Background: an optimization exercise with open tools, aiming at small area, a short achievable clock period and few clock cycles per item. Do not read the settings as production practice.
Only simulation tests tie the RTL to the original design; equivalence was not proved.
Power figures rest on the tool's default switching activity, not on a simulated workload.

// blur_mask_top
module blur_mask_top (
  input  logic                     clock,
  input  logic                     reset,
  input  logic                     pix_write,
  input  logic [4-1:0]     pix_col,
  input  logic [3-1:0]     pix_row,
  input  logic [3*8-1:0] pix_rgb,
  input  logic                     start,
  output logic                     busy,
  output logic                     mask_valid,
  output logic [4-1:0]     mask_col,
  output logic [8-1:0]   mask_bits,
  output logic                     done
);
Size in the first run: roughly 2700 cells after synthesis, about 50 I/O pins, roughly 0.041 mm2 of cells after synthesis.
clock: 6.0 ns
lec_check: 0
cap_margin: 20
core_margin: 2
core_utilization: 65
cts_cluster_diameter: 60
cts_cluster_size: 30
place_density: 0.8
setup_slack_margin: 3.8
slew_margin: 20
run.sh (not shown) runs the stock make flow with config.mk's settings and CLKGATE_MAP_FILE= SYNTH_SCRIPT=/design/flow/synth_recipe.tcl, a recipe that flattens the netlist after the stock synthesis.
Testbench counts at the start, summed over its fixed seeds: cycles 7,056, frames 48.
Then changed:
--- a/flow/config.mk
+++ b/flow/config.mk
@@ -10,3 +10,3 @@
 export CORE_UTILIZATION = 65
-export CTS_CLUSTER_DIAMETER = 60
+export CTS_CLUSTER_DIAMETER = 100
 export CTS_CLUSTER_SIZE = 30
After rerunning: The changed run produced a clean layout; core utilization went down by 1.1 points; worst hold slack is about the same; routed wire length went down slightly; via count went down slightly; critical path depth does not change; power went down by a few percent; register-to-register slack is worse by 0.02 ns; die area does not change; synthesized area stays the same; maximum frequency went up slightly; final cell count went down slightly.
Then changed:
--- a/flow/config.mk
+++ b/flow/config.mk
@@ -13,3 +13,3 @@
 export PLACE_DENSITY = 0.8
-export SETUP_SLACK_MARGIN = 3.8
+export SETUP_SLACK_MARGIN = 4.0
 export SLEW_MARGIN = 20
Outcome: Routed wire length grows by 0.83%; total power goes up by 1.3%; synthesized cell count is unchanged; cell count climbs by 0.76%; combinational power is higher by about 5%; maximum frequency fell by 0.65%; via count stays flat; clock power increases by about 3%; die area does not change; register-to-register slack improves by 0.14 ns.
Then changed:
--- a/flow/config.mk
+++ b/flow/config.mk
@@ -13,3 +13,3 @@
 export PLACE_DENSITY = 0.8
-export SETUP_SLACK_MARGIN = 4.0
+export SETUP_SLACK_MARGIN = 3.2
 export SLEW_MARGIN = 20
Result: The new run ran to the end with no violations; area after synthesis is unchanged; sequential share of layout area went up by 0.84 points; non-clock buffer count goes down by 33; flip-flop and latch count does not change; total power fell slightly; cell area came out lower slightly; die area does not change; count of clock-buffer cells in the layout came out lower by 1; global-route usage fell by 0.33 points; register-to-register slack is worse by 0.35 ns; via count drops slightly.

* * *

The RTL this note starts from:
==> flow/design.v <==
`timescale 1ns/1ns
`default_nettype none
module frame_memory (
  input  logic                                 clock,
  input  logic                                 wr_valid,
  input  logic [7-1:0]                wr_addr,
  input  logic [6-1:0]               wr_data,
  input  logic [16-1:0]               rd_sel,
  output logic [8*6-1:0]   rd_column
);
  localparam int COL_W = 8 * 6;
  logic [16*COL_W-1:0] storage;
  for (genvar a = 0; a < 16 * 8; a++) begin : g_word
    always_ff @(posedge clock) begin
      if (wr_valid && wr_addr == 7'(a)) begin
        storage[a*6 +: 6] <= wr_data;
      end
    end
  end
  always_comb begin
    rd_column = '0;
    for (int c = 0; c < 16; c++) begin
      rd_column = rd_column | (storage[c*COL_W +: COL_W] & {COL_W{rd_sel[c]}});
    end
  end
endmodule
`default_nettype wire
`timescale 1ns/1ns
`default_nettype none
module pixel_loader (
  input  logic                     clock,
  input  logic                     pix_write,
  input  logic [4-1:0]     pix_col,
  input  logic [3-1:0]     pix_row,
  input  logic [3*8-1:0] pix_rgb,
  output logic                     wr_valid,
  output logic [7-1:0]    wr_addr,
  output logic [6-1:0]   wr_data
);
  logic [8-1:0] grey;
  assign grey = (pix_rgb[23:16] >> 2) + (pix_rgb[15:8] >> 1) + (pix_rgb[7:0] >> 2);
  always_ff @(posedge clock) begin
    wr_valid <= pix_write;
    if (pix_write) begin
      wr_addr <= {pix_col, pix_row};
      wr_data <= grey[8-1:2];
    end
  end
endmodule
`default_nettype wire
`timescale 1ns/1ns
`default_nettype none
module column_fetch (
  input  logic                     clock,
  input  logic                     reset,
  input  logic                     start,
  input  logic                     wr_valid,
  input  logic [4-1:0]     wr_col,
  output logic                     busy,
  output logic [16-1:0]   rd_sel,
  output logic                     first_col,
  output logic                     mask_valid,
  output logic [4-1:0]     mask_col,
  output logic                     done
);
  localparam int N = 16;
  logic [N+1:0] sel;
  logic held_first;
  logic held_last;
  assign rd_sel    = sel[N-1:0];
  assign first_col = held_first;
  always_ff @(posedge clock) begin
    held_first <= sel[0];
    held_last  <= sel[N];
  end
  always_ff @(posedge clock) begin
    if (reset) begin
      busy       <= 1'b0;
      sel        <= (N+2)'(1);
      mask_valid <= 1'b0;
      done       <= 1'b0;
    end else if (!busy) begin
      mask_valid <= 1'b0;
      done       <= 1'b0;
      if (start) begin
        busy <= 1'b1;
        if (!(wr_valid && wr_col == '0)) sel <= sel << 1;
      end
    end else begin
      mask_valid <= !held_first;
      done       <= held_last;
      if (held_last) busy <= 1'b0;
      sel <= sel[N+1] ? (N+2)'(1) : sel << 1;
    end
  end
  always_ff @(posedge clock) begin
    mask_col <= mask_valid ? mask_col + 1'b1 : '0;
  end
endmodule
`default_nettype wire
`timescale 1ns/1ns
`default_nettype none
module blur_mask_stage (
  input  logic                               clock,
  input  logic [8*6-1:0] column,
  input  logic                               first_col,
  output logic [8-1:0]             mask_bits
);
  localparam int SW = 6;
  localparam logic [5:0] SAT = 6'(32 + 1);
  logic [5:0] side      [8];
  logic [1:0] extra     [8];
  logic [5:0] side_prev [8];
  logic [5:0] need      [8];
  logic [SW-1:0] q [8+2];
  logic [5:0] side_next [8];
  logic [1:0] extra_next [8];
  logic [7:0] part [8];
  always_comb begin
    q[0] = '0;
    q[8+1] = '0;
    for (int r = 0; r < 8; r++) q[r+1] = column[r*SW +: SW];
    for (int r = 0; r < 8; r++) begin
      side_next[r]  = 6'(q[r][5:2]) + 6'({q[r+1][5:2], q[r+1][1]}) + 6'(q[r+2][5:2]);
      extra_next[r] = 2'(q[r][1]) + 2'(q[r+1][0]) + 2'(q[r+2][1]);
      part[r] = 8'(first_col ? 6'd0 : side_prev[r]) + 8'({side[r], 1'b0}) + 8'(extra[r]);
    end
  end
  always_ff @(posedge clock) begin
    for (int r = 0; r < 8; r++) begin
      side[r]      <= side_next[r];
      extra[r]     <= extra_next[r];
      side_prev[r] <= side[r];
      need[r]      <= (part[r] >= 8'(SAT)) ? 6'd0 : SAT - part[r][5:0];
      mask_bits[r] <= (side[r] >= need[r]);
    end
  end
endmodule
`default_nettype wire
`timescale 1ns/1ns
`default_nettype none
module blur_mask_top (
  input  logic                     clock,
  input  logic                     reset,
  input  logic                     pix_write,
  input  logic [4-1:0]     pix_col,
  input  logic [3-1:0]     pix_row,
  input  logic [3*8-1:0] pix_rgb,
  input  logic                     start,
  output logic                     busy,
  output logic                     mask_valid,
  output logic [4-1:0]     mask_col,
  output logic [8-1:0]   mask_bits,
  output logic                     done
);
  logic                                wr_valid;
  logic [7-1:0]               wr_addr;
  logic [6-1:0]              wr_data;
  logic [16-1:0]              rd_sel;
  logic                                first_col;
  logic [8*6-1:0]  column;
  pixel_loader loader_i (
    .clock     (clock),
    .pix_write (pix_write),
    .pix_col   (pix_col),
    .pix_row   (pix_row),
    .pix_rgb   (pix_rgb),
    .wr_valid  (wr_valid),
    .wr_addr   (wr_addr),
    .wr_data   (wr_data)
  );
  frame_memory memory_i (
    .clock     (clock),
    .wr_valid  (wr_valid),
    .wr_addr   (wr_addr),
    .wr_data   (wr_data),
    .rd_sel    (rd_sel),
    .rd_column (column)
  );
  column_fetch fetch_i (
    .clock      (clock),
    .reset      (reset),
    .start      (start),
    .wr_valid   (wr_valid),
    .wr_col     (wr_addr[7-1:3]),
    .busy       (busy),
    .rd_sel     (rd_sel),
    .first_col  (first_col),
    .mask_valid (mask_valid),
    .mask_col   (mask_col),
    .done       (done)
  );
  blur_mask_stage stage_i (
    .clock     (clock),
    .column    (column),
    .first_col (first_col),
    .mask_bits (mask_bits)
  );
endmodule
`default_nettype wire
==> flow/config.mk <==
export PLATFORM = sky130hd
export DESIGN_NAME = blur_mask_top
export DESIGN_NICKNAME = blur_mask_top
export VERILOG_FILES = /design/flow/design.v
export SDC_FILE = /design/flow/constraint.sdc
export NUM_CORES = 4
export LEC_CHECK = 0
export CAP_MARGIN = 20
export CORE_MARGIN = 2
export CORE_UTILIZATION = 40
export SLEW_MARGIN = 20
==> flow/constraint.sdc <==
create_clock -name core_clock -period 6.0 [get_ports {clock}]
set_input_delay 1.2000 -clock core_clock [delete_from_list [all_inputs] [get_ports {clock}]]
set_output_delay 1.2000 -clock core_clock [all_outputs]
set_load 0.01 [all_outputs]
Testbench counts at the start, summed over its fixed seeds: cycles 7,008, frames 48.
Next try:
- ABC_CLOCK_PERIOD_IN_PS: default -> 2500
- SETUP_SLACK_MARGIN: default -> 3.5
=>
- The changed run completed without violations
- sequential share of layout area decreases by 5.1 points
- synthesized cell count is unchanged
- register-to-register slack gains 0.88 ns
- global-route usage increases by 2.4 points
- core utilization increases by 4.2 points
- clock-buffer cell count decreases by 1
- clock power increases by about 1%
- wire length increases by about 15%
- first-iteration DRC count increases by 26%
- maximum frequency increases by about 30%
Next try:
- ABC_CLOCK_PERIOD_IN_PS: 2500 -> default
- CORE_UTILIZATION: 40 -> 60
Outcome: Die area went down by 33%; fmax decreases by 0.43%; synthesized cell count stays the same.
Next try:
- CORE_UTILIZATION: 60 -> 40
- routed wire length increases slightly
- synthesized area is unchanged
- worst setup slack gets better by 0.013 ns

static timing again, ports no longer ideal:
No port has a modelled driver above. Below, the same layouts with a new extraction and two added sets of constraints. Step 1 (the two cells are an assumption about what drives the block):
set clk [get_ports {clock}]
set_driving_cell -lib_cell sky130_fd_sc_hd__clkbuf_16 $clk
set_driving_cell -lib_cell sky130_fd_sc_hd__buf_2 [delete_from_list [all_inputs] $clk]
Step 2 adds t to the input delays and takes it off the output delays; t is the mean of the earliest and latest rising clock arrival at the registers after step 1. Input paths then give back, and output paths get back, about the clock's delay inside the block. Slacks: ideal ports / drivers / drivers and shift; pairs: ideal ports / drivers.
run	t (ns)	setup WS [ns]	hold WS [ns]	worst setup path at the end	worst slew at a driven data input, ns
the first run of note 1	0.688	3.691 / 3.631 / 3.444	0.365 / 0.365 / 0.365	input to register	0.05
the second run of note 1	0.677	3.715 / 3.651 / 3.434	0.366 / 0.366 / 0.366	input to register	0.04
the third run of note 1	0.681	3.700 / 3.636 / 3.473	0.357 / 0.357 / 0.357	input to register	0.04
the fourth run of note 1	0.672	3.260 / 3.201 / 3.472	0.368 / 0.368 / 0.368	input to register	0.05
the first run of note 2	0.734	2.103 / 2.103 / 2.103	0.368 / 0.368 / 0.368	register to register	0.06
the second run of note 2	0.724	2.979 / 2.979 / 2.849	0.373 / 0.373 / 0.373	input to register	0.10
the third run of note 2	0.716	2.966 / 2.966 / 2.851	0.380 / 0.380 / 0.380	input to register	0.04
the fourth run of note 2	0.724	2.979 / 2.979 / 2.849	0.373 / 0.373 / 0.373	input to register	0.10
After both steps every run listed still meets setup and hold. The setup slack of the second run of note 1, which loses most, moves by -0.064 ns with the drivers and by -0.281 ns with both steps.
